Context: an optimization exercise on an open-source flow, tuned for small area, a short achievable clock period and few clock cycles. The choices shown serve that exercise and are no tape-out recipe.
Function was checked by simulation only, so behaviour that the tests miss may differ from the original.

==> inputs of build 67 <==
Design lms_weight_top, start of the top module:
module lms_weight_top (
    input  logic                     clk,
    input  logic                     rstn,
    input  logic                     req_valid,
    input  lms_pkg::tap_t            req_tap,
    input  lms_pkg::sample_t         req_err,
    input  lms_pkg::sample_t         req_ref,
    input  logic [32-1:0]  req_power,
    input  lms_pkg::tap_t            rd_tap,
    output logic                     credit_return,
    output logic                     upd_done,
    output lms_pkg::tap_t            upd_tap,
    output lms_pkg::weight_t         rd_weight
);
Settings: LEC_CHECK=0, CAP_MARGIN=20, CORE_MARGIN=2, CORE_UTILIZATION=40, SETUP_SLACK_MARGIN=5, SLEW_MARGIN=20; clock period 10.0 ns.
run.sh (not shown) runs the stock make flow with config.mk's settings and CLKGATE_MAP_FILE= SYNTH_SCRIPT=/design/flow/synth_recipe.tcl, a recipe that flattens the netlist after the stock synthesis.
==> build 49: changes against build 67 <==
--- a/flow/design.v
+++ b/flow/design.v
@@ -66,18 +66,17 @@
     input  logic [3:0]              ld_cnt,
     input  logic                    ld_neg,
     input  logic                    res_ok,
     output logic                    free,
     output logic                    res_valid,
     output lms_pkg::weight_t        res_q,
     output logic                    res_neg,
     output logic                    idle_nx,
-    output logic                    last_nx,
-    output logic                    resv_nx
+    output logic                    last_nx
 );
     logic        busy;
     logic        fin;
     logic [3:0]  cnt;
     logic [26:0] r;
     logic [28:0] b;
     logic [15:0] q;
     logic        neg;
@@ -141,17 +140,16 @@
             fin_nx  = !res_ok;
         end
         else if (fin && res_ok)
             fin_nx = 1'b0;
         last_r_nx = load ? (ld_cnt == 4'd1) : (cnt == 4'd2);
     end
     assign idle_nx = !busy_nx && !fin_nx;
     assign last_nx = busy_nx && last_r_nx;
-    assign resv_nx = last_nx || fin_nx;
     always_ff @(posedge clk or negedge rstn)
     begin
         if (!rstn)
         begin
             busy <= 1'b0;
             fin  <= 1'b0;
         end
         else
@@ -236,23 +234,23 @@
     input  logic [26:0]              s_na,
     output logic                     s_pop,
     output logic                     credit_return,
     output logic                     d_load,
     output logic [26:0]              d_a,
     output logic [28:0]              d_b,
     output logic [3:0]               d_cnt,
     output logic                     d_neg,
+    input  logic                     d_free,
     input  logic                     d_res_valid,
     input  lms_pkg::weight_t         d_res_q,
     input  logic                     d_res_neg,
     output logic                     d_res_ok,
     input  logic                     d_idle_nx,
     input  logic                     d_last_nx,
-    input  logic                     d_resv_nx,
     input  lms_pkg::weight_t         cur_weight,
     output lms_pkg::tap_t            cur_tap,
     output logic                     wr_en,
     output lms_pkg::tap_t            wr_tap,
     output lms_pkg::weight_t         wr_data,
     output logic                     upd_done,
     output lms_pkg::tap_t            upd_tap
 );
@@ -290,22 +288,16 @@
     logic               p_zero;
     lms_pkg::tap_t      p_tap;
     logic               p_neg;
     logic [27:0]        p_ps;
     logic [27:0]        p_pc;
     logic [26:0]        p_na;
     logic [3:0]         p_cyc;
     logic p_go;
-    logic d_free;
-    logic p_go_nx;
-    logic d_free_nx;
-    logic p_zero_nx;
-    logic upd_done_nx;
-    logic res_ok_nx;
     logic cq_space;
     assign s_pop = s_valid && (!p_valid || p_go);
     assign p_valid_nx = s_pop || (p_valid && !p_go);
     always_ff @(posedge clk or negedge rstn)
     begin
         if (!rstn)
             p_valid <= 1'b0;
         else
@@ -333,16 +325,17 @@
     logic        m_valid;
     logic [26:0] m_a;
     logic [28:0] m_b;
     logic [3:0]  m_cyc;
     logic        m_neg;
     logic ld_m, ld_p, p_to_m;
     assign ld_m   = d_free && m_valid;
     assign ld_p   = d_free && !m_valid && p_valid && !p_zero && cq_space;
+    assign p_go   = p_valid && cq_space && (p_zero || !m_valid || d_free);
     assign p_to_m = p_go && !p_zero && !ld_p;
     assign m_valid_nx = p_to_m || (m_valid && !ld_m);
     always_ff @(posedge clk or negedge rstn)
     begin
         if (!rstn)
             m_valid <= 1'b0;
         else
             m_valid <= m_valid_nx;
@@ -369,17 +362,17 @@
     logic       pf_nx;
     logic       cr_nx;
     logic       p_valid_nx;
     logic       m_valid_nx;
     logic [CQ_N-1:0] cq_v_nx;
     logic [1:0] rr_v_nx;
     assign owed_nx = owed + {1'b0, req_valid} - {1'b0, credit_return};
     assign held_nx = held + {1'b0, req_valid} - {1'b0, p_go};
-    assign pf_nx   = p_go_nx;
+    assign pf_nx   = p_valid_nx && !cq_v_nx[CQ_N-1] && (!m_valid_nx || d_idle_nx || (d_last_nx && !rr_v_nx[1]));
     assign cr_nx   = (owed_nx != 2'd0) && ((held_nx <= owed_nx) || (pf_nx && (held_nx == owed_nx + 2'd1)));
     always_ff @(posedge clk or negedge rstn)
     begin
         if (!rstn)
         begin
             owed          <= '0;
             held          <= '0;
             credit_return <= 1'b0;
@@ -412,47 +405,28 @@
         for (int i = 0; i < CQ_N; i++)
         begin
             cq_nv[i]  = cq_pop ? ((i + 1 < CQ_N) ? cq_v[(i + 1 < CQ_N) ? i + 1 : i] : 1'b0) : cq_v[i];
             cq_pv[i]  = (i == 0) ? 1'b1 : (cq_pop ? cq_v[i] : cq_v[(i > 0) ? i - 1 : 0]);
             cq_ins[i] = p_go && cq_pv[i] && !cq_nv[i];
         end
     end
     assign cq_v_nx    = cq_nv | cq_ins;
-    assign upd_done_nx = cq_v_nx[0] && (!cq_div0_nx || rr_v_nx[0]);
-    assign res_ok_nx   = !rr_v_nx[1] || (upd_done_nx && cq_div0_nx);
-    assign d_free_nx   = d_idle_nx || (d_resv_nx && res_ok_nx);
-    assign p_zero_nx   = s_pop ? zero : p_zero;
-    assign p_go_nx     = p_valid_nx && (!cq_v_nx[CQ_N-1] || upd_done_nx) &&
-                         (p_zero_nx || !m_valid_nx || d_free_nx);
-    always_ff @(posedge clk or negedge rstn)
-    begin
-        if (!rstn)
-        begin
-            p_go   <= 1'b0;
-            d_free <= 1'b1;
-        end
-        else
-        begin
-            p_go   <= p_go_nx;
-            d_free <= d_free_nx;
-        end
-    end
     assign cq_div0_nx = cq_ins[0] ? !p_zero : (cq_pop ? cq_div[(CQ_N > 1) ? 1 : 0] : cq_div[0]);
     always_ff @(posedge clk or negedge rstn)
     begin
         if (!rstn)
         begin
             cq_v     <= '0;
             upd_done <= 1'b0;
         end
         else
         begin
             cq_v     <= cq_v_nx;
-            upd_done <= upd_done_nx;
+            upd_done <= cq_v_nx[0] && (!cq_div0_nx || rr_v_nx[0]);
         end
     end
     always_ff @(posedge clk)
     begin
         for (int i = 0; i < CQ_N; i++)
         begin
             if (cq_ins[i])
             begin
@@ -499,26 +473,17 @@
         if (rr_put && (rr_take ? rr_v[1] : rr_v[0]))
         begin
             rr_q[1]   <= d_res_q;
             rr_neg[1] <= d_res_neg;
         end
     end
     lms_pkg::tap_t    next_tap;
     lms_pkg::weight_t cw;
-    logic [1:0][4:0] cq_tap_nx;
-    always_comb
-    begin
-        for (int i = 0; i < 2; i++)
-            cq_tap_nx[i] = cq_ins[i] ? p_tap : (cq_pop ? cq_tap[i + 1] : cq_tap[i]);
-    end
-    always_ff @(posedge clk)
-    begin
-        next_tap <= upd_done_nx ? cq_tap_nx[1] : cq_tap_nx[0];
-    end
+    assign next_tap = cq_pop ? cq_tap[1] : cq_tap[0];
     assign cur_tap  = next_tap;
     always_ff @(posedge clk)
     begin
         if (wr_en && (wr_tap == next_tap))
             cw <= wr_data;
         else
             cw <= cur_weight;
     end
@@ -1078,17 +1043,16 @@
     logic                     d_neg;
     logic                     d_free;
     logic                     d_res_valid;
     lms_pkg::weight_t         d_res_q;
     logic                     d_res_neg;
     logic                     d_res_ok;
     logic                     d_idle_nx;
     logic                     d_last_nx;
-    logic                     d_resv_nx;
     lms_pkg::tap_t            cur_tap;
     lms_pkg::weight_t         cur_weight;
     logic                     wr_en;
     lms_pkg::tap_t            wr_tap;
     lms_pkg::weight_t         wr_data;
     lms_req_fifo #(.DW(63)) fifo_i (
         .clk        (clk),
         .rstn       (rstn),
@@ -1112,23 +1076,23 @@
         .s_na          (s_data[26:0]),
         .s_pop         (s_pop),
         .credit_return (credit_return),
         .d_load        (d_load),
         .d_a           (d_a),
         .d_b           (d_b),
         .d_cnt         (d_cnt),
         .d_neg         (d_neg),
+        .d_free        (d_free),
         .d_res_valid   (d_res_valid),
         .d_res_q       (d_res_q),
         .d_res_neg     (d_res_neg),
         .d_res_ok      (d_res_ok),
         .d_idle_nx     (d_idle_nx),
         .d_last_nx     (d_last_nx),
-        .d_resv_nx     (d_resv_nx),
         .cur_weight    (cur_weight),
         .cur_tap       (cur_tap),
         .wr_en         (wr_en),
         .wr_tap        (wr_tap),
         .wr_data       (wr_data),
         .upd_done      (upd_done),
         .upd_tap       (upd_tap)
     );
@@ -1136,23 +1100,22 @@
         .clk       (clk),
         .rstn      (rstn),
         .load      (d_load),
         .ld_a      (d_a),
         .ld_b      (d_b),
         .ld_cnt    (d_cnt),
         .ld_neg    (d_neg),
         .res_ok    (d_res_ok),
-        .free      (),
+        .free      (d_free),
         .res_valid (d_res_valid),
         .res_q     (d_res_q),
         .res_neg   (d_res_neg),
         .idle_nx   (d_idle_nx),
-        .last_nx   (d_last_nx),
-        .resv_nx   (d_resv_nx)
+        .last_nx   (d_last_nx)
     );
     lms_weight_bank bank_i (
         .clk        (clk),
         .rstn       (rstn),
         .wr_en      (wr_en),
         .wr_tap     (wr_tap),
         .wr_data    (wr_data),
         .cur_tap    (cur_tap),
CORE_UTILIZATION = 55   (was 40)
==> build 93: changes against build 67 <==
--- a/flow/design.v
+++ b/flow/design.v
@@ -209,20 +209,25 @@
         else if (wr_en)
             vld[wr_tap] <= 1'b1;
     end
     always_ff @(posedge clk)
     begin
         if (wr_en)
             weights[wr_tap] <= wr_data;
     end
+    logic [3:0][15:0] rd_part;
+    logic [1:0]       rd_hi;
     always_ff @(posedge clk)
     begin
-        rd_weight <= vld[rd_tap] ? weights[rd_tap] : '0;
+        for (int j = 0; j < 4; j++)
+            rd_part[j] <= vld[{j[1:0], rd_tap[2:0]}] ? weights[{j[1:0], rd_tap[2:0]}] : '0;
+        rd_hi <= rd_tap[4:3];
     end
+    assign rd_weight = rd_part[rd_hi];
 endmodule
 `timescale 1ns/1ps
 module lms_update_ctrl #(
     parameter int CQ_N = 6
 ) (
     input  logic                     clk,
     input  logic                     rstn,
     input  logic                     req_valid,
@@ -499,26 +504,17 @@
         if (rr_put && (rr_take ? rr_v[1] : rr_v[0]))
         begin
             rr_q[1]   <= d_res_q;
             rr_neg[1] <= d_res_neg;
         end
     end
     lms_pkg::tap_t    next_tap;
     lms_pkg::weight_t cw;
-    logic [1:0][4:0] cq_tap_nx;
-    always_comb
-    begin
-        for (int i = 0; i < 2; i++)
-            cq_tap_nx[i] = cq_ins[i] ? p_tap : (cq_pop ? cq_tap[i + 1] : cq_tap[i]);
-    end
-    always_ff @(posedge clk)
-    begin
-        next_tap <= upd_done_nx ? cq_tap_nx[1] : cq_tap_nx[0];
-    end
+    assign next_tap = cq_pop ? cq_tap[1] : cq_tap[0];
     assign cur_tap  = next_tap;
     always_ff @(posedge clk)
     begin
         if (wr_en && (wr_tap == next_tap))
             cw <= wr_data;
         else
             cw <= cur_weight;
     end
==> notes <==
- Of build 49 and build 67, build 67 has the higher die area (gap about 27%, measured against build 67).
- Global-route usage, highest first: build 49, build 93, build 67.
- Flip-flop and latch count, lowest first: build 49, build 67, build 93.
- The highest via count belongs to build 93, the lowest to build 67.
- Clock skew: build 67 is higher than build 49 (41 ps).
- Against build 49, the register-to-register slack of build 67 is lower by 170 ps.
- Between build 67 and build 93, the lower non-clock buffer count is in build 67 (gap 16).
- Of build 49 and build 67, build 67 has the higher final cell count (gap 4.3%, measured against build 67).
==> figures <==
item	build 67	build 93	build 49
Outcome	complete, no violations	complete, no violations	complete, no violations
Clock buffers	138	150	127
Timing startpoint of the critical path	fifo_i.head_data[29]	bank_i.rd_hi[1]	ctrl_i.upd_done
Met1 demand-to-capacity share in global routing	0.259	0.267	0.427
XOR/XNOR Fraction of Synth Area	0.0285	0.0270	0.0265
Data arrival time of the critical path	5530 ps	2870 ps	5030 ps
Number of enable-type register cells in the synthesized netlist	875	880	881
Number of CTS-inserted buffers	111	114	108
Proportion of netlist area held by the largest area contributor	0.458	0.443	0.458
Worst relative slew slack	0.299	0.227	0.280
Crit path depth	21	2	9
Number of antenna violations at the first check in global routing	0	1	0
Dpl ws	4850 ps	4790 ps	4740 ps
Post-route clock skew	83.4 ps	118 ps	42.6 ps
HP Start	fifo_i.head_data[59]	fifo_i.head_data[60]	fifo_i.head_data[60]
Testbench counts of build 67, summed over its fixed seeds: cycles 4,479.
Testbench counts of build 49, summed over its fixed seeds: cycles 4,548.
Testbench counts of build 93, summed over its fixed seeds: cycles 4,479.

* * *

==> inputs of job 4118 <==
lms_weight_top, a different RTL version from the one above (not shown whole).
export LEC_CHECK = 0
export CAP_MARGIN = 20
export CORE_MARGIN = 2
export CORE_UTILIZATION = 40
export SETUP_SLACK_MARGIN = 5
export SLEW_MARGIN = 20
create_clock -name core_clock -period 10.0 [get_ports {clk}]
standard.sh (not shown) runs the stock make flow with config.mk's settings and CLKGATE_MAP_FILE= SYNTH_SCRIPT=/design/flow/synth_recipe.tcl, a recipe that flattens the netlist after the stock synthesis.
==> flow/flow/run.sh <==
#!/bin/bash
set -euo pipefail
sed 's/SETUP_SLACK_MARGIN=[0-9.]*/SETUP_SLACK_MARGIN=6.0/' standard.sh > standard_margin.sh
grep -q 'SETUP_SLACK_MARGIN=6.0' standard_margin.sh
bash standard_margin.sh > standard_run.log 2>&1
==> job 4840 (differences from job 4118) <==
--- a/flow/design.v
+++ b/flow/design.v
@@ -219,11 +219,11 @@
         rd_weight <= vld[rd_tap] ? weights[rd_tap] : '0;
     end
 endmodule
 `timescale 1ns/1ps
 module lms_update_ctrl #(
-    parameter int CQ_N = 8
+    parameter int CQ_N = 6
 ) (
     input  logic                     clk,
     input  logic                     rstn,
     input  logic                     req_valid,
     input  logic                     s_valid,
@@ -283,24 +283,19 @@
     assign lf   = blen14(s_fa);
     assign ln   = blen27(s_na);
     assign lsum = {2'b0, le} + {2'b0, lf};
     assign kk   = lsum + 6'd2 - {1'b0, ln};
     assign cyc  = kk[4:1];
-    logic skip;
-    assign skip = zero || (cyc == 4'd1);
     assign zero = (le == 4'd0) || (lf == 4'd0) || (ln == 5'd0) || ({1'b0, ln} > lsum);
     logic               p_valid;
-    logic               p_zero;   
-    logic               p_isz;    
+    logic               p_zero;
     lms_pkg::tap_t      p_tap;
     logic               p_neg;
     logic [27:0]        p_ps;
     logic [27:0]        p_pc;
     logic [26:0]        p_na;
     logic [3:0]         p_cyc;
-    logic [4:0]         p_top;    
-    logic               p_odd;    
     logic p_go;
     logic d_free;
     logic p_go_nx;
     logic d_free_nx;
     logic p_zero_nx;
@@ -318,48 +313,25 @@
     end
     always_ff @(posedge clk)
     begin
         if (s_pop)
         begin
-            p_zero <= skip;
-            p_isz  <= zero;
+            p_zero <= zero;
             p_tap  <= s_tap;
             p_neg  <= s_es ^ s_fs ^ s_ns;
             p_ps   <= mul_s;
             p_pc   <= mul_c;
             p_na   <= s_na;
             p_cyc  <= cyc;
-            p_top  <= lsum[4:0] - 5'd1;
-            p_odd  <= !kk[0];
         end
     end
     logic [27:0] p_mag;
     logic [26:0] p_a;
     logic [28:0] p_b;
     assign p_mag = p_ps + p_pc;
-    logic [30:0] x_s, x_c, n1, n2;
-    logic [30:0] c1_s, c1_c, c2_s, c2_c, c4_s, c4_c;
-    logic [30:0] p_t1, p_t2, p_t3;
-    logic [1:0]  p_dig;
-    assign x_s = {3'b0, p_ps};
-    assign x_c = {3'b0, p_pc};
-    assign n1  = ~{4'b0, p_na};
-    assign n2  = ~{3'b0, p_na, 1'b0};
-    assign c1_s = x_s ^ x_c ^ n1;
-    assign c1_c = {(x_s[29:0] & x_c[29:0]) | (x_s[29:0] & n1[29:0]) | (x_c[29:0] & n1[29:0]), 1'b1};
-    assign p_t1 = c1_s + c1_c;
-    assign c2_s = x_s ^ x_c ^ n2;
-    assign c2_c = {(x_s[29:0] & x_c[29:0]) | (x_s[29:0] & n2[29:0]) | (x_c[29:0] & n2[29:0]), 1'b1};
-    assign p_t2 = c2_s + c2_c;
-    assign c4_s = c1_s ^ c1_c ^ n2;
-    assign c4_c = {(c1_s[29:0] & c1_c[29:0]) | (c1_s[29:0] & n2[29:0]) | (c1_c[29:0] & n2[29:0]), 1'b1};
-    assign p_t3 = c4_s + c4_c;
-    assign p_dig = !p_t3[30] ? 2'd3 : !p_t2[30] ? 2'd2 : !p_t1[30] ? 2'd1 : 2'd0;
     assign p_a   = p_mag[26:0];
     assign p_b   = {1'b0, p_na, 1'b0} << {p_cyc - 4'd1, 1'b0};
-    logic p_trim;
-    assign p_trim = p_odd && (p_cyc != 4'd1) && !p_mag[p_top];
     logic        m_valid;
     logic [26:0] m_a;
     logic [28:0] m_b;
     logic [3:0]  m_cyc;
     logic        m_neg;
@@ -378,12 +350,12 @@
     always_ff @(posedge clk)
     begin
         if (p_to_m)
         begin
             m_a   <= p_a;
-            m_b   <= p_trim ? (p_b >> 2) : p_b;
-            m_cyc <= p_trim ? (p_cyc - 4'd1) : p_cyc;
+            m_b   <= p_b;
+            m_cyc <= p_cyc;
             m_neg <= p_neg;
         end
     end
     assign d_load = ld_m || ld_p;
     assign d_a    = m_valid ? m_a   : p_a;
@@ -424,12 +396,10 @@
     logic [1:0]       rr_neg;
     logic             rr_take;
     logic             rr_put;
     logic [CQ_N-1:0]      cq_v;
     logic [CQ_N-1:0]      cq_div;
-    logic [CQ_N-1:0][1:0] cq_dq;     
-    logic [CQ_N-1:0]      cq_dn;     
     logic [CQ_N-1:0][4:0] cq_tap;
     logic                 cq_pop;
     logic cq_div0_nx;
     assign upd_tap  = cq_tap[0];
     assign cq_pop   = upd_done;
@@ -448,11 +418,11 @@
     end
     assign cq_v_nx    = cq_nv | cq_ins;
     assign upd_done_nx = cq_v_nx[0] && (!cq_div0_nx || rr_v_nx[0]);
     assign res_ok_nx   = !rr_v_nx[1] || (upd_done_nx && cq_div0_nx);
     assign d_free_nx   = d_idle_nx || (d_resv_nx && res_ok_nx);
-    assign p_zero_nx   = s_pop ? skip : p_zero;
+    assign p_zero_nx   = s_pop ? zero : p_zero;
     assign p_go_nx     = p_valid_nx && (!cq_v_nx[CQ_N-1] || upd_done_nx) &&
                          (p_zero_nx || !m_valid_nx || d_free_nx);
     always_ff @(posedge clk or negedge rstn)
     begin
         if (!rstn)
@@ -486,19 +456,15 @@
         begin
             if (cq_ins[i])
             begin
                 cq_tap[i] <= p_tap;
                 cq_div[i] <= !p_zero;
-                cq_dq[i]  <= p_isz ? 2'd0 : p_dig;
-                cq_dn[i]  <= p_neg;
             end
             else if (cq_pop)
             begin
                 cq_tap[i] <= cq_tap[(i + 1 < CQ_N) ? i + 1 : i];
                 cq_div[i] <= cq_div[(i + 1 < CQ_N) ? i + 1 : i];
-                cq_dq[i]  <= cq_dq[(i + 1 < CQ_N) ? i + 1 : i];
-                cq_dn[i]  <= cq_dn[(i + 1 < CQ_N) ? i + 1 : i];
             end
         end
     end
     assign rr_take  = upd_done && cq_div[0];
     assign d_res_ok = !rr_v[1] || rr_take;
@@ -542,33 +508,25 @@
     always_comb
     begin
         for (int i = 0; i < 2; i++)
             cq_tap_nx[i] = cq_ins[i] ? p_tap : (cq_pop ? cq_tap[i + 1] : cq_tap[i]);
     end
-    logic ins0_nx;
-    lms_pkg::tap_t p_tap_nx;
-    assign ins0_nx  = p_go_nx && !(upd_done_nx ? cq_v_nx[(CQ_N > 1) ? 1 : 0] : cq_v_nx[0]);
-    assign p_tap_nx = s_pop ? s_tap : p_tap;
     always_ff @(posedge clk)
     begin
-        next_tap <= ins0_nx ? p_tap_nx : (upd_done_nx ? cq_tap_nx[1] : cq_tap_nx[0]);
+        next_tap <= upd_done_nx ? cq_tap_nx[1] : cq_tap_nx[0];
     end
     assign cur_tap  = next_tap;
     always_ff @(posedge clk)
     begin
         if (wr_en && (wr_tap == next_tap))
             cw <= wr_data;
         else
             cw <= cur_weight;
     end
-    lms_pkg::weight_t st_q;
-    logic             st_neg;
-    assign st_q    = cq_div[0] ? rr_q[0] : {14'd0, cq_dq[0]};
-    assign st_neg  = cq_div[0] ? rr_neg[0] : cq_dn[0];
-    assign wr_en   = upd_done;
+    assign wr_en   = rr_take;
     assign wr_tap  = cq_tap[0];
-    assign wr_data = cw + (st_q ^ {16{st_neg}}) + {15'd0, st_neg};
+    assign wr_data = cw + (rr_q[0] ^ {16{rr_neg[0]}}) + {15'd0, rr_neg[0]};
 endmodule
 module lms_umul14 (
     input  logic [13:0] a,
     input  logic [13:0] b,
     output logic [27:0] s,
==> flow/flow/run.sh (replaced) <==
#!/bin/bash
set -euo pipefail
sed 's/SETUP_SLACK_MARGIN=[0-9.]*/SETUP_SLACK_MARGIN=6.2/' standard.sh > standard_margin.sh
grep -q 'SETUP_SLACK_MARGIN=6.2' standard_margin.sh
bash standard_margin.sh > standard_run.log 2>&1
==> job 9530 (differences from job 4118) <==
--- a/flow/design.v
+++ b/flow/design.v
@@ -219,11 +219,11 @@
         rd_weight <= vld[rd_tap] ? weights[rd_tap] : '0;
     end
 endmodule
 `timescale 1ns/1ps
 module lms_update_ctrl #(
-    parameter int CQ_N = 8
+    parameter int CQ_N = 6
 ) (
     input  logic                     clk,
     input  logic                     rstn,
     input  logic                     req_valid,
     input  logic                     s_valid,
@@ -283,16 +283,13 @@
     assign lf   = blen14(s_fa);
     assign ln   = blen27(s_na);
     assign lsum = {2'b0, le} + {2'b0, lf};
     assign kk   = lsum + 6'd2 - {1'b0, ln};
     assign cyc  = kk[4:1];
-    logic skip;
-    assign skip = zero || (cyc == 4'd1);
     assign zero = (le == 4'd0) || (lf == 4'd0) || (ln == 5'd0) || ({1'b0, ln} > lsum);
     logic               p_valid;
-    logic               p_zero;   
-    logic               p_isz;    
+    logic               p_zero;
     lms_pkg::tap_t      p_tap;
     logic               p_neg;
     logic [27:0]        p_ps;
     logic [27:0]        p_pc;
     logic [26:0]        p_na;
@@ -318,12 +315,11 @@
     end
     always_ff @(posedge clk)
     begin
         if (s_pop)
         begin
-            p_zero <= skip;
-            p_isz  <= zero;
+            p_zero <= zero;
             p_tap  <= s_tap;
             p_neg  <= s_es ^ s_fs ^ s_ns;
             p_ps   <= mul_s;
             p_pc   <= mul_c;
             p_na   <= s_na;
@@ -334,28 +330,10 @@
     end
     logic [27:0] p_mag;
     logic [26:0] p_a;
     logic [28:0] p_b;
     assign p_mag = p_ps + p_pc;
-    logic [30:0] x_s, x_c, n1, n2;
-    logic [30:0] c1_s, c1_c, c2_s, c2_c, c4_s, c4_c;
-    logic [30:0] p_t1, p_t2, p_t3;
-    logic [1:0]  p_dig;
-    assign x_s = {3'b0, p_ps};
-    assign x_c = {3'b0, p_pc};
-    assign n1  = ~{4'b0, p_na};
-    assign n2  = ~{3'b0, p_na, 1'b0};
-    assign c1_s = x_s ^ x_c ^ n1;
-    assign c1_c = {(x_s[29:0] & x_c[29:0]) | (x_s[29:0] & n1[29:0]) | (x_c[29:0] & n1[29:0]), 1'b1};
-    assign p_t1 = c1_s + c1_c;
-    assign c2_s = x_s ^ x_c ^ n2;
-    assign c2_c = {(x_s[29:0] & x_c[29:0]) | (x_s[29:0] & n2[29:0]) | (x_c[29:0] & n2[29:0]), 1'b1};
-    assign p_t2 = c2_s + c2_c;
-    assign c4_s = c1_s ^ c1_c ^ n2;
-    assign c4_c = {(c1_s[29:0] & c1_c[29:0]) | (c1_s[29:0] & n2[29:0]) | (c1_c[29:0] & n2[29:0]), 1'b1};
-    assign p_t3 = c4_s + c4_c;
-    assign p_dig = !p_t3[30] ? 2'd3 : !p_t2[30] ? 2'd2 : !p_t1[30] ? 2'd1 : 2'd0;
     assign p_a   = p_mag[26:0];
     assign p_b   = {1'b0, p_na, 1'b0} << {p_cyc - 4'd1, 1'b0};
     logic p_trim;
     assign p_trim = p_odd && (p_cyc != 4'd1) && !p_mag[p_top];
     logic        m_valid;
@@ -424,12 +402,10 @@
     logic [1:0]       rr_neg;
     logic             rr_take;
     logic             rr_put;
     logic [CQ_N-1:0]      cq_v;
     logic [CQ_N-1:0]      cq_div;
-    logic [CQ_N-1:0][1:0] cq_dq;     
-    logic [CQ_N-1:0]      cq_dn;     
     logic [CQ_N-1:0][4:0] cq_tap;
     logic                 cq_pop;
     logic cq_div0_nx;
     assign upd_tap  = cq_tap[0];
     assign cq_pop   = upd_done;
@@ -448,11 +424,11 @@
     end
     assign cq_v_nx    = cq_nv | cq_ins;
     assign upd_done_nx = cq_v_nx[0] && (!cq_div0_nx || rr_v_nx[0]);
     assign res_ok_nx   = !rr_v_nx[1] || (upd_done_nx && cq_div0_nx);
     assign d_free_nx   = d_idle_nx || (d_resv_nx && res_ok_nx);
-    assign p_zero_nx   = s_pop ? skip : p_zero;
+    assign p_zero_nx   = s_pop ? zero : p_zero;
     assign p_go_nx     = p_valid_nx && (!cq_v_nx[CQ_N-1] || upd_done_nx) &&
                          (p_zero_nx || !m_valid_nx || d_free_nx);
     always_ff @(posedge clk or negedge rstn)
     begin
         if (!rstn)
@@ -486,19 +462,15 @@
         begin
             if (cq_ins[i])
             begin
                 cq_tap[i] <= p_tap;
                 cq_div[i] <= !p_zero;
-                cq_dq[i]  <= p_isz ? 2'd0 : p_dig;
-                cq_dn[i]  <= p_neg;
             end
             else if (cq_pop)
             begin
                 cq_tap[i] <= cq_tap[(i + 1 < CQ_N) ? i + 1 : i];
                 cq_div[i] <= cq_div[(i + 1 < CQ_N) ? i + 1 : i];
-                cq_dq[i]  <= cq_dq[(i + 1 < CQ_N) ? i + 1 : i];
-                cq_dn[i]  <= cq_dn[(i + 1 < CQ_N) ? i + 1 : i];
             end
         end
     end
     assign rr_take  = upd_done && cq_div[0];
     assign d_res_ok = !rr_v[1] || rr_take;
@@ -542,33 +514,25 @@
     always_comb
     begin
         for (int i = 0; i < 2; i++)
             cq_tap_nx[i] = cq_ins[i] ? p_tap : (cq_pop ? cq_tap[i + 1] : cq_tap[i]);
     end
-    logic ins0_nx;
-    lms_pkg::tap_t p_tap_nx;
-    assign ins0_nx  = p_go_nx && !(upd_done_nx ? cq_v_nx[(CQ_N > 1) ? 1 : 0] : cq_v_nx[0]);
-    assign p_tap_nx = s_pop ? s_tap : p_tap;
     always_ff @(posedge clk)
     begin
-        next_tap <= ins0_nx ? p_tap_nx : (upd_done_nx ? cq_tap_nx[1] : cq_tap_nx[0]);
+        next_tap <= upd_done_nx ? cq_tap_nx[1] : cq_tap_nx[0];
     end
     assign cur_tap  = next_tap;
     always_ff @(posedge clk)
     begin
         if (wr_en && (wr_tap == next_tap))
             cw <= wr_data;
         else
             cw <= cur_weight;
     end
-    lms_pkg::weight_t st_q;
-    logic             st_neg;
-    assign st_q    = cq_div[0] ? rr_q[0] : {14'd0, cq_dq[0]};
-    assign st_neg  = cq_div[0] ? rr_neg[0] : cq_dn[0];
-    assign wr_en   = upd_done;
+    assign wr_en   = rr_take;
     assign wr_tap  = cq_tap[0];
-    assign wr_data = cw + (st_q ^ {16{st_neg}}) + {15'd0, st_neg};
+    assign wr_data = cw + (rr_q[0] ^ {16{rr_neg[0]}}) + {15'd0, rr_neg[0]};
 endmodule
 module lms_umul14 (
     input  logic [13:0] a,
     input  logic [13:0] b,
     output logic [27:0] s,
==> flow/flow/run.sh (replaced) <==
#!/bin/bash
set -euo pipefail
sed 's/SETUP_SLACK_MARGIN=[0-9.]*/SETUP_SLACK_MARGIN=5.8/' standard.sh > standard_margin.sh
grep -q 'SETUP_SLACK_MARGIN=5.8' standard_margin.sh
bash standard_margin.sh > standard_run.log 2>&1
- CORE_UTILIZATION: 40 -> 50
- CTS_BUF_LIST: default -> sky130_fd_sc_hd__clkbuf_8
- CTS_CLUSTER_SIZE: default -> 30
==> run summary <==
Run status: job 4840 timing/DRC/antenna clean; job 4118 timing/DRC/antenna clean; job 9530 timing/DRC/antenna clean
Multi-input gate share of total cell area: job 4840 40.6%; job 4118 43.7%; job 9530 41.7%
Largest stage delay on the critical path: job 4840 530 ps; job 4118 580 ps; job 9530 530 ps
Post-synthesis share of cell area spent on xor and xnor gates: job 4840 2.85%; job 4118 2.49%; job 9530 2.80%
Post-synthesis mux area share: job 4840 17.7%; job 4118 16.7%; job 9530 16.3%
Asr flop ratio synth: job 4840 5.25%; job 4118 5.21%; job 9530 5.22%
Non-clock inverter count in the final layout: job 4840 238; job 4118 464; job 9530 260
Clock-cell share of area: job 4840 5.75%; job 4118 4.99%; job 9530 5.61%
Diodes inserted: job 4840 0; job 4118 0; job 9530 1
Total wirelength of the detailed-routed design: job 4840 141000 microns; job 4118 165000 microns; job 9530 146000 microns
Starting density of the core: job 4840 40.2%; job 4118 40.3%; job 9530 50.4%
Utilization of the core after routing: job 4840 47.2%; job 4118 46.5%; job 9530 56.7%
Mapped Avg Cell Area: job 4840 14.0 sq um; job 4118 13.1 sq um; job 9530 13.3 sq um
Final Cell Area: job 4840 67400 sq um; job 4118 74800 sq um; job 9530 65900 sq um
Testbench counts of job 4118, summed over its fixed seeds: cycles 3,908.
Testbench counts of job 4840, summed over its fixed seeds: cycles 4,479.
Testbench counts of job 9530, summed over its fixed seeds: cycles 4,328.

[separate check: timing with driven ports]
The flow's constraints put no driver on any port. The routed layouts listed below were extracted and timed again, unchanged, in two steps. Step 1, drivers: a clkbuf_16 drives clk and a buf_2 each remaining input, both assumed. Step 2 also shifts input and output timing later by t, the mid clock arrival at the registers, as if the neighbouring blocks saw the same clock. Slacks: ideal / step 1 / step 2; pairs: ideal / step 1.
| run | t (ns) | setup slack, ns | worst setup path after step 2 | clock arrival spread, ns | slew at the worst register clock pin (ns) |
|---|---|---|---|---|---|
| build 67 | 0.806 | 5.111 / 5.111 / 4.918 | input to register | 0.086 / 0.086 | 0.06 / 0.06 |
| build 49 | 0.772 | 5.278 / 5.278 / 4.825 | input to register | 0.047 / 0.047 | 0.07 / 0.07 |
| build 93 | 0.793 | 5.133 / 5.058 / 5.186 | input to register | 0.120 / 0.120 | 0.07 / 0.07 |
| job 4118 | 0.801 | 5.504 / 5.504 / 4.915 | input to register | 0.116 / 0.116 | 0.07 / 0.07 |
| job 4840 | 0.812 | 5.969 / 5.969 / 5.503 | input to register | 0.090 / 0.090 | 0.07 / 0.07 |
| job 9530 | 0.933 | 5.699 / 5.699 / 4.945 | input to register | 0.062 / 0.063 | 0.07 / 0.07 |
After both steps every run listed still meets setup and hold. The setup slack of job 9530, which loses most, moves by 0.000 ns with the drivers and by -0.754 ns with both steps.
